What follows belongs to an exercise in optimizing a design on an open flow for small area; a production flow would make more cautious choices.
Only simulation tests tie the RTL to the original design; equivalence was not proved.
Power is estimated from default activity; no workload was simulated.

## flow/design.v

```verilog
package spectrum_pkg;
    localparam int NBINS     = 40;
    localparam int MAG_W     = 9;
    localparam int H_ACTIVE  = 640;
    localparam int V_ACTIVE  = 480;
    localparam int BAR_SHIFT = 4;
    localparam int MAG_MAX   = 480;
    typedef struct packed {
        logic [3:0] r;
        logic [3:0] g;
        logic [3:0] b;
    } rgb_t;
    localparam rgb_t COL_BAR   = 12'h0F0;
    localparam rgb_t COL_BG    = 12'h002;
    localparam rgb_t COL_PEAK  = 12'hFFF;
    localparam rgb_t COL_BLANK = 12'h000;
endpackage
import spectrum_pkg::*;
module spectrum_bin_buffer
#(
    parameter int NBINS = spectrum_pkg::NBINS,
    parameter int MAG_W = spectrum_pkg::MAG_W
) (
    input  logic                        clk_i,
    input  logic                        rst_ni,
    input  logic                        swap_evt_i,
    input  logic                        bin_valid_i,
    output logic                        bin_ready_o,
    input  logic [5:0]                  bin_idx_i,
    input  logic [MAG_W-1:0]            bin_mag_i,
    input  logic                        bin_last_i,
    output logic                        frame_pending_o,
    output logic                        swapped_o,
    output logic [NBINS-1:0][MAG_W-1:0] front_o
);
    localparam logic [5:0]       NB6     = 6'(NBINS);
    localparam logic [MAG_W-1:0] MAG_CAP = MAG_W'(MAG_MAX);
    logic [1:0][NBINS-1:0][MAG_W-1:0] bank_q, bank_d;
    logic sel_q, sel_d;
    logic pend_q, pend_d;
    logic fire, swap;
    logic [MAG_W-1:0] mag_c;
    logic wsel;
    assign fire  = bin_valid_i & ~pend_q;
    assign swap  = swap_evt_i & pend_q;
    assign wsel  = ~sel_q;
    assign mag_c = (bin_mag_i > MAG_CAP) ? MAG_CAP : bin_mag_i;
    always_comb begin
        bank_d = bank_q;
        sel_d  = sel_q;
        pend_d = pend_q;
        if (fire && (bin_idx_i < NB6)) begin
            bank_d[wsel][bin_idx_i] = mag_c;
        end
        if (fire && bin_last_i) begin
            pend_d = 1'b1;
        end
        if (swap) begin
            sel_d  = ~sel_q;
            pend_d = 1'b0;
        end
    end
    always_ff @(posedge clk_i) begin
        if (!rst_ni) begin
            bank_q <= '0;
            sel_q  <= 1'b0;
            pend_q <= 1'b0;
        end else begin
            bank_q <= bank_d;
            sel_q  <= sel_d;
            pend_q <= pend_d;
        end
    end
    logic swapped_q;
    always_ff @(posedge clk_i) begin
        if (!rst_ni) swapped_q <= 1'b0;
        else         swapped_q <= swap;
    end
    assign swapped_o = swapped_q;
    assign front_o         = bank_q[sel_q];
    assign bin_ready_o     = ~pend_q;
    assign frame_pending_o = pend_q;
endmodule
import spectrum_pkg::*;
module spectrum_renderer
#(
    parameter int NBINS = spectrum_pkg::NBINS,
    parameter int MAG_W = spectrum_pkg::MAG_W
) (
    input  logic             vgaclk,
    input  logic             rst_n,
    input  logic [9:0]       x_in,
    input  logic [9:0]       y_in,
    input  logic             hsync_in,
    input  logic             vsync_in,
    input  logic             bin_valid,
    output logic             bin_ready,
    input  logic [5:0]       bin_idx,
    input  logic [MAG_W-1:0] bin_mag,
    input  logic             bin_last,
    output logic             hsync_out,
    output logic             vsync_out,
    output logic [3:0]       red,
    output logic [3:0]       green,
    output logic [3:0]       blue,
    output logic             frame_pending
);
    localparam logic [5:0] NB6 = 6'(NBINS);
    localparam logic [9:0] HA  = 10'(H_ACTIVE);
    localparam logic [9:0] VA  = 10'(V_ACTIVE);
    logic [NBINS-1:0][MAG_W-1:0] front;
    logic swap_evt;
    logic [5:0] idx;
    assign swap_evt = (x_in == 10'd0) && (y_in == VA);
    assign idx      = x_in[9:BAR_SHIFT];
    logic swapped;
    spectrum_bin_buffer #(
        .NBINS(NBINS),
        .MAG_W(MAG_W)
    ) u_buf (
        .clk_i          (vgaclk),
        .rst_ni         (rst_n),
        .swap_evt_i     (swap_evt),
        .bin_valid_i    (bin_valid),
        .bin_ready_o    (bin_ready),
        .bin_idx_i      (bin_idx),
        .bin_mag_i      (bin_mag),
        .bin_last_i     (bin_last),
        .frame_pending_o(frame_pending),
        .swapped_o      (swapped),
        .front_o        (front)
    );
    logic [9:0]       x1_q, y1_q;
    logic             hs1_q, vs1_q, hs2_q, vs2_q;
    logic [MAG_W-1:0] mag1_d, mag1_q;
    spectrum_pkg::rgb_t rgb_d, rgb_q;
    logic [9:0]       h, mag_ext;
    logic             active, bar, peak_hit;
    assign mag1_d = (idx < NB6) ? front[idx] : '0;
    logic [NBINS-1:0][MAG_W-1:0] peak_q, peak_d;
    logic [MAG_W-1:0] peak1_d, peak1_q;
    logic [MAG_W-1:0] dec;
    always_comb begin
        peak_d = peak_q;
        dec    = '0;
        if (swapped) begin
            for (int i = 0; i < NBINS; i++) begin
                dec = (peak_q[i] == '0) ? '0 : peak_q[i] - 1'b1;
                peak_d[i] = (front[i] > dec) ? front[i] : dec;
            end
        end
    end
    assign peak1_d  = (idx < NB6) ? peak_q[idx] : '0;
    assign peak_hit = (10'(peak1_q) == h) && (peak1_q != '0);
    always_ff @(posedge vgaclk) begin
        if (!rst_n) begin
            peak_q  <= '0;
            peak1_q <= '0;
        end else begin
            peak_q  <= peak_d;
            peak1_q <= peak1_d;
        end
    end
    assign h       = 10'd479 - y1_q;
    assign mag_ext = 10'(mag1_q);
    assign active  = (x1_q < HA) && (y1_q < VA);
    assign bar     = mag_ext > h;
    always_comb begin
        rgb_d = COL_BLANK;
        if (active) begin
            if (peak_hit) rgb_d = COL_PEAK;
            else if (bar) rgb_d = COL_BAR;
            else          rgb_d = COL_BG;
        end
    end
    always_ff @(posedge vgaclk) begin
        if (!rst_n) begin
            x1_q   <= '0;
            y1_q   <= '0;
            hs1_q  <= 1'b1;
            vs1_q  <= 1'b1;
            mag1_q <= '0;
            hs2_q  <= 1'b1;
            vs2_q  <= 1'b1;
            rgb_q  <= COL_BLANK;
        end else begin
            x1_q   <= x_in;
            y1_q   <= y_in;
            hs1_q  <= hsync_in;
            vs1_q  <= vsync_in;
            mag1_q <= mag1_d;
            hs2_q  <= hs1_q;
            vs2_q  <= vs1_q;
            rgb_q  <= rgb_d;
        end
    end
    assign hsync_out = hs2_q;
    assign vsync_out = vs2_q;
    assign red       = rgb_q.r;
    assign green     = rgb_q.g;
    assign blue      = rgb_q.b;
endmodule
```

## flow/run.sh

```bash
#!/bin/bash
# synth_recipe.tcl (not shown) runs the flow's synth.tcl, then flattens the netlist and writes it again
# the make line also repeats each setting of config.mk as NAME=value (left out here)
make -C /OpenROAD-flow-scripts/flow DESIGN_CONFIG=/design/flow/config.mk WORK_HOME=/design/flow/orfs CLKGATE_MAP_FILE= SYNTH_SCRIPT=/design/flow/synth_recipe.tcl finish
```

## flow/config.mk

```make
export PLATFORM = sky130hd
export DESIGN_NAME = spectrum_renderer
export DESIGN_NICKNAME = spectrum_renderer
export VERILOG_FILES = /design/flow/design.v
export SDC_FILE = /design/flow/constraint.sdc
export NUM_CORES = 4
export LEC_CHECK = 0
export CAP_MARGIN = 20
export CORE_MARGIN = 2
export CORE_UTILIZATION = 40
export SLEW_MARGIN = 20
```

## flow/constraint.sdc

```tcl
create_clock -name core_clock -period 10.0 [get_ports {vgaclk}]
set_input_delay 2.0000 -clock core_clock [delete_from_list [all_inputs] [get_ports {vgaclk}]]
set_output_delay 2.0000 -clock core_clock [all_outputs]
set_load 0.01 [all_outputs]
```

==> qor.yml <==
fin_nets: 8795
synthCells: 8517
whs_path_depth: 1
drt-wirelength-per-cell_um: 29.84
antenna_found_initial: 32
die_w_um: 428.0
cp_max_fo: 24
synth_compound_gate_area_share_pct: 20.91
portBuffers: 56
post-place-ws_ps: 1035
fin_ws_ps: 1621
synth_edf_count: 0
maxCapViolCount: 0
start_util_pct: 40.26
period_needed_ps: 8379
rsz0062_at_grt: "false"
yosysWarnings: 2
drive_above_1_share_pct: 12.98
register_area_um2: 22450
die-area_um2: 183200
synth_flop_cell: "dfxtp_1"
netlist_area_um2: 71910
holdBufCountCts: 0
coreArea_um2: 178600
clk_latency_ps: 830
tightest_slew_ps: 1321
start_kind: "input port"
area_growth_pct: 10.83
reg2reg_depth: 13
required_ps: 10720
fillers: 17340
maxSlewViolCount: 0
numCtsBuffers: 134
synth_fa_ha_area_share_pct: 7.388
clockBufferDepth: 3
postCtsSetupBuffers: 0
synth_mux_area_share_pct: 16.68
hold_path_class: "flip-flop to flip-flop"
die_y_um: 428.0
synth_cell_types: 97
ctsResizeCount: 0
cts_tree: "yes"
drt_pass1_iterations: 6
leakage_nw: 30.36
async_flop_share_pct: 0
gp_congestion: 1.027
dp_hpwl_mm: 229.6
setup.worst_path.class: "input port to flip-flop"
arrival_ps: 9090
grt_usage_pct: 33.95
worst_hold_slack_ps: 404.0
finalCritPeriodShare_pct: 83.79
viasPerCell: 6.366
slew-limit-headroom_pct: 11.93
grt_overflow_total: 0
synth-seq-area-share_pct: 31.21
syn_area_per_cell_um2: 8.443
clk_pin_slew_ps: 60
ir_drop_v: 0.0001617
h-tree-depth: 4
multiInputGateArea_um2: 46100
end_kind: "flip-flop"
setup_violations: 0
grt_pass1_wl_mm: 460.3
drt_iter0_markers: 9145
ant_nets: 0
synth_nets: 8982
finClkSkew_ps: 46.22
cts-root-buf: "clkbuf_16"
synth_top_family_by_area: "compound AO/OA/AOI/OAI gates"
route.vias.total: 68750
max_freq_mhz: 119.4
first_global_vias: 64490
rows: 155
ys_seq_elements: 1121
hold_viol: 0
cts_sinks: 1121
setup_tns_ps: 0
synth-xor-area-share_pct: 3.160
drc: 0
io_pins: 57
outcome: "timing/DRC/antenna clean"
grt_start_max_net_pins: 197
wirelength_mm: 322.3
p_per_area_nw_per_um2: 149.0
synth-simple-area-share_pct: 15.66
-- critical path: stages --
cell and delay [ps]:
clkdlybuf4s50_1 620, ha_1 290, ha_1 250, fa_1 480, a21o_1 170, nand2_1 70
xnor2_1 70, ha_1 540, inv_1 180, o32ai_1 310, a31o_1 410, and2_1 420
a211oi_1 120, ha_1 350, or2_1 440, buf_4 370, nor3_1 750, a22o_1 230
nand2_1 540, o21ai_0 400
-- metrics by stage --
step	area, um^2	cells	power (mW)	util, %
after CTS	79660	10790	11.75	44.60
after floorplan	71910	8517	5.477	-
after global routing	79670	10790	12.01	44.60
final	79690	10800	11.87	44.62
after detailed placement	74980	10550	6.585	41.98
after global placement	74970	10550	6.593	41.98
-- synth_stat cells (20+ instances only) --
library cell  number  area [um^2]
nor4_1            32        200.2
inv_1            343         1287
o211ai_1         418         3138
nor2b_1           91        569.3
a21o_1            50        375.4
a311oi_1          28        245.2
o21ai_1           42        210.2
nor3_1           148        740.7
a31oi_1           62        387.9
mux4_2           205         4617
mux2_2           281         3164
buf_1             50        187.7
nand4_1           99        619.3
ha_1             423         5293
a211oi_1         243         1824
o22ai_1           31        193.9
o31ai_1           25        187.7
or3_1             43        269.0
nand2b_1          31        193.9
nand2_1          870         3266
or2_2             98        613.1
o22a_1            20        175.2
nand3_1           79        395.4
buf_2             59        295.3
xnor2_1          127         1112
or4_1             25        187.7
mux2i_1          421         4214
clkbuf_1         457         1715
nor2_1           879         3299
a21boi_0          25        187.7
a21oi_1          359         1797
dfxtp_1         1121        22440
o21ai_0          786         3934
o21a_1           154         1156
and2_1            30        187.7
xor2_1           128         1121
-- power by group --
| group | internal (mW) | leakage [nW] | switching [mW] |
|---|---|---|---|
| logic | 0.390 | 19.1 | 1.75 |
| registers | 4.49 | 9.03 | 0.0180 |
| clock network | 3.01 | 2.27 | 2.22 |
-- path summary, 6_finish.rpt --
| check | end | slack, ps | startpoint |
|---|---|---|---|
| max | u_buf.bank_q[103] | 1620 | bin_idx[4] |
| min | vs2_q | 400 | vs1_q |
| max reg2reg | u_buf.bank_q[497] | 3530 | u_buf.sel_q |
| min reg2reg | vs2_q | 400 | vs1_q |
-- state kept, by name (all words and copies together) (netlist names), 3 cells and up --
signal	flops
peak_q	360
peak1_q	9
rgb_q	3
y1_q	10
mag1_q	9
x1_q	3
u_buf.bank_q	720
-- routing by layer --
layer,up-vias,wire [um],track usage (%)
li1,30540,-,-
met1,33350,129900,44.34
met2,3856,132600,48.96
met3,985,35340,9.405
met4,26,24270,22.02
met5,-,172,0
-- cell type report --
cell class | instances | area share, %
multi-input combinational | 6473 | 57.85
sequential | 1121 | 28.17
clock buffer | 188 | 4.877
tap | 2355 | 3.698
timing repair buffer | 256 | 2.746
inverter | 344 | 1.630
clock inverter | 51 | 0.9876
antenna | 12 | 0.03768
-- cells by family (layout without fill, tap and decap cells) --
family	count (synthesis)	in the layout
XOR/XNOR	257	257
other	0	12
AO/OA/AOI/OAI	2375	2375
AND/OR/NAND/NOR	2510	2510
adder cells (fa/ha/maj)	424	424
buffers and inverters	923	839
flip-flops	1121	1121
multiplexers	907	907
-- placed cells by master, fill, tap and decap left out, drive strengths merged, types with 31 or more instances in the layout --
master and count:
a211oi 245, a21o 50, a21oi 362, a31oi 62, and2 31, buf 205
clkbuf 189, clkdlybuf4s50 50, clkinv 31, dfxtp 1121, ha 423, inv 348
mux2 281, mux2i 421, mux4 205, nand2 873, nand2b 31, nand3 80
nand4 100, nor2 888, nor2b 91, nor3 157, nor4 33, o211ai 419
o21a 154, o21ai 830, o22ai 32, or2 105, or3 43, xnor2 127
xor2 129

what the ideal ports hide:
Ports are ideal in the flow. The routed layout listed here was re-timed in OpenROAD.
Step 1 sets driving cells, clkbuf_16 on the clock port and buf_2 on the other inputs (assumed; they add their load-dependent delay and slew).
Step 2 adds t to the input delays and takes it off the output delays; t is the mean of the earliest and latest rising clock arrival at the registers after step 1. Input paths then give back, and output paths get back, about the clock's delay inside the block.
Slacks: no drivers / after step 1 / after step 2; pairs: no drivers / after step 1.
shift t [ns]: 0.889
setup slack, ns: 1.621 / 1.680 / 0.791
clock arrival spread, ns: 0.053 / 0.052
After both steps this run still meets setup and hold. For this run, drivers alone change the setup slack by +0.059 ns; drivers and shift together by -0.830 ns.
